Source: an optimization exercise on an open RTL-to-GDS flow (aim: small area, a short achievable clock period and few clock cycles). Production flows keep margins and buffers that such runs may drop. In this exercise RTL edits were held to simulation tests only and were not proved equivalent to the original. The clock port is modelled as an ideal driver; clocking choices that lean on that would not hold on a real chip. Power is estimated from default activity; no workload was simulated.

// mips_decoder_top
module mips_decoder_top
(
	input  wire    clk,
	input  wire    reset,
	input  wire    dir,
	input  mips_isa_pkg::instr_t data_in,
	input  wire    ack_from_next,
	output logic   ack_prev,
	output logic   dor,
	output mips_exec_pkg::word_t  data_out
);
	logic        adv;
	logic        ir_v;
	logic [31:1] rs_sel, rt_sel;
	logic  [4:0] dest;
	logic [15:0] imm;
	logic        wen, addi, sll, sr, sra, inv, sum, slt;
	logic  [3:0] lut;
	logic        fwd_s, fwd_t, byp_s, byp_t;
	logic        x_v, x_wen;
	logic  [4:0] x_dest;
	logic [31:0] y;
	logic        d_wen;
	logic  [4:0] d_dest;
	instr_accept u_accept (
		.clk      (clk),
		.reset    (reset),
		.dir      (dir),
		.data_in  (data_in),
		.adv      (adv),
		.x_wen    (x_wen),
		.x_dest   (x_dest),
		.ack_prev (ack_prev),
		.ir_v     (ir_v),
		.rs_sel   (rs_sel),
		.rt_sel   (rt_sel),
		.dest     (dest),
		.imm      (imm),
		.wen      (wen),
		.addi     (addi),
		.sll      (sll),
		.sr       (sr),
		.sra      (sra),
		.inv      (inv),
		.sum      (sum),
		.slt      (slt),
		.lut      (lut),
		.fwd_s    (fwd_s),
		.fwd_t    (fwd_t),
		.byp_s    (byp_s),
		.byp_t    (byp_t)
	);
	exec_core u_core (
		.clk    (clk),
		.reset  (reset),
		.adv    (adv),
		.ir_v   (ir_v),
		.rs_sel (rs_sel),
		.rt_sel (rt_sel),
		.dest   (dest),
		.imm    (imm),
		.wen    (wen),
		.addi   (addi),
  ...
Size in the first run: roughly 4100 cells after synthesis, about 1200 flip-flops, about 0.057 sq mm of cells after synthesis.
Settings: LEC_CHECK=0, CAP_MARGIN=20, CORE_MARGIN=2, CORE_UTILIZATION=55, CTS_CLUSTER_DIAMETER=80, CTS_CLUSTER_SIZE=25, SETUP_SLACK_MARGIN=3.5, SLEW_MARGIN=20; clock period 7.0 ns.
standard.sh (not shown) runs the stock make flow with config.mk's settings and CLKGATE_MAP_FILE= SYNTH_SCRIPT=/design/flow/synth_recipe.tcl, a recipe that flattens the netlist after the stock synthesis.
==> flow/flow/run.sh <==
#!/bin/bash
# The standard layout (the standard.sh, unchanged synthesis and steps),
# with one addition: flow/post_cts.tcl runs at the end of the clock tree
# step as ORFS's POST_CTS_TCL hook, for a second setup repair.
# make's output goes to standard_flow.log; each ORFS step keeps its own log
# under orfs/logs/.
set -euo pipefail
here=$(pwd)
export POST_CTS_TCL="$here/flow/post_cts.tcl"
bash standard.sh POST_CTS_TCL="$POST_CTS_TCL" finish > "$here/standard_flow.log" 2>&1
==> flow/flow/post_cts.tcl <==
# Extra setup repair at the end of the clock tree step (ORFS POST_CTS_TCL
# hook). The port buffers the standard flow inserts are slow delay cells
# (clkdlybuf4s50_1) that the footprint-matched standard repair cannot swap;
# they become plain buffers here, so every port still has its own buffer.
# Then fresh repair passes that work only on the worst path continue to
# upsize and buffer it. Gate cloning stays off so the registers keep their
# synthesized names and count.
foreach inst [get_cells -filter "ref_name == sky130_fd_sc_hd__clkdlybuf4s50_1"] {
  replace_cell $inst sky130_fd_sc_hd__buf_2
}
estimate_parasitics -placement
repair_timing -setup -setup_margin 4.5 -repair_tns 0 -skip_gate_cloning -verbose
repair_timing -setup -setup_margin 4.5 -repair_tns 0 -skip_gate_cloning -verbose
detailed_placement
check_placement -verbose
estimate_parasitics -placement
report_worst_slack -max
The first run finished clean.
Testbench counts at the start, summed over its fixed seeds: cycles 4,824.
Next try:
==> flow/run.sh (new file) <==
#!/bin/bash
# synth_recipe.tcl (not shown) runs the flow's synth.tcl, then flattens the netlist and writes it again
# the make line also repeats each setting of config.mk as NAME=value (left out here)
make -C /OpenROAD-flow-scripts/flow DESIGN_CONFIG=/design/flow/config.mk WORK_HOME=/design/flow/orfs CLKGATE_MAP_FILE= SYNTH_SCRIPT=/design/flow/synth_recipe.tcl finish
- CORE_UTILIZATION: 55 -> 45
- CTS_CLUSTER_DIAMETER: 80 -> 100
- CTS_CLUSTER_SIZE: 25 -> 30
removed: flow/flow/run.sh
removed: flow/flow/post_cts.tcl
removed: flow/standard.sh
Sequential share of layout area climbs by 0.62 points.
Total power goes down by 3.9%.
Clock skew drops by 20 ps.

## re-timing with driven ports
In the flow no input, the clock included, has a driving cell. The finished layouts below were timed again as built, in two steps. Step 1, drivers: a clkbuf_16 drives clk and a buf_2 each remaining input, both assumed. Step 2, shift: input delay + t, output delay - t, t = (earliest + latest rising clock arrival at the registers) / 2. This alone moves slack from input paths to output paths. a / b / c = ideal ports / drivers / drivers and shift; a / b = the first two.
run | t, ns | setup WS [ns] | latest minus earliest clock arrival (ns) | worst data-port slew with drivers (ns)
the first run | 0.833 | 3.412 / 3.412 / 2.717 | 0.055 / 0.055 | 0.12
the second run | 0.803 | 3.305 / 3.305 / 2.822 | 0.031 / 0.030 | 0.06
After both steps every run listed still meets setup and hold. The setup slack of the first run, which loses most, moves by 0.000 ns with the drivers and by -0.695 ns with both steps.
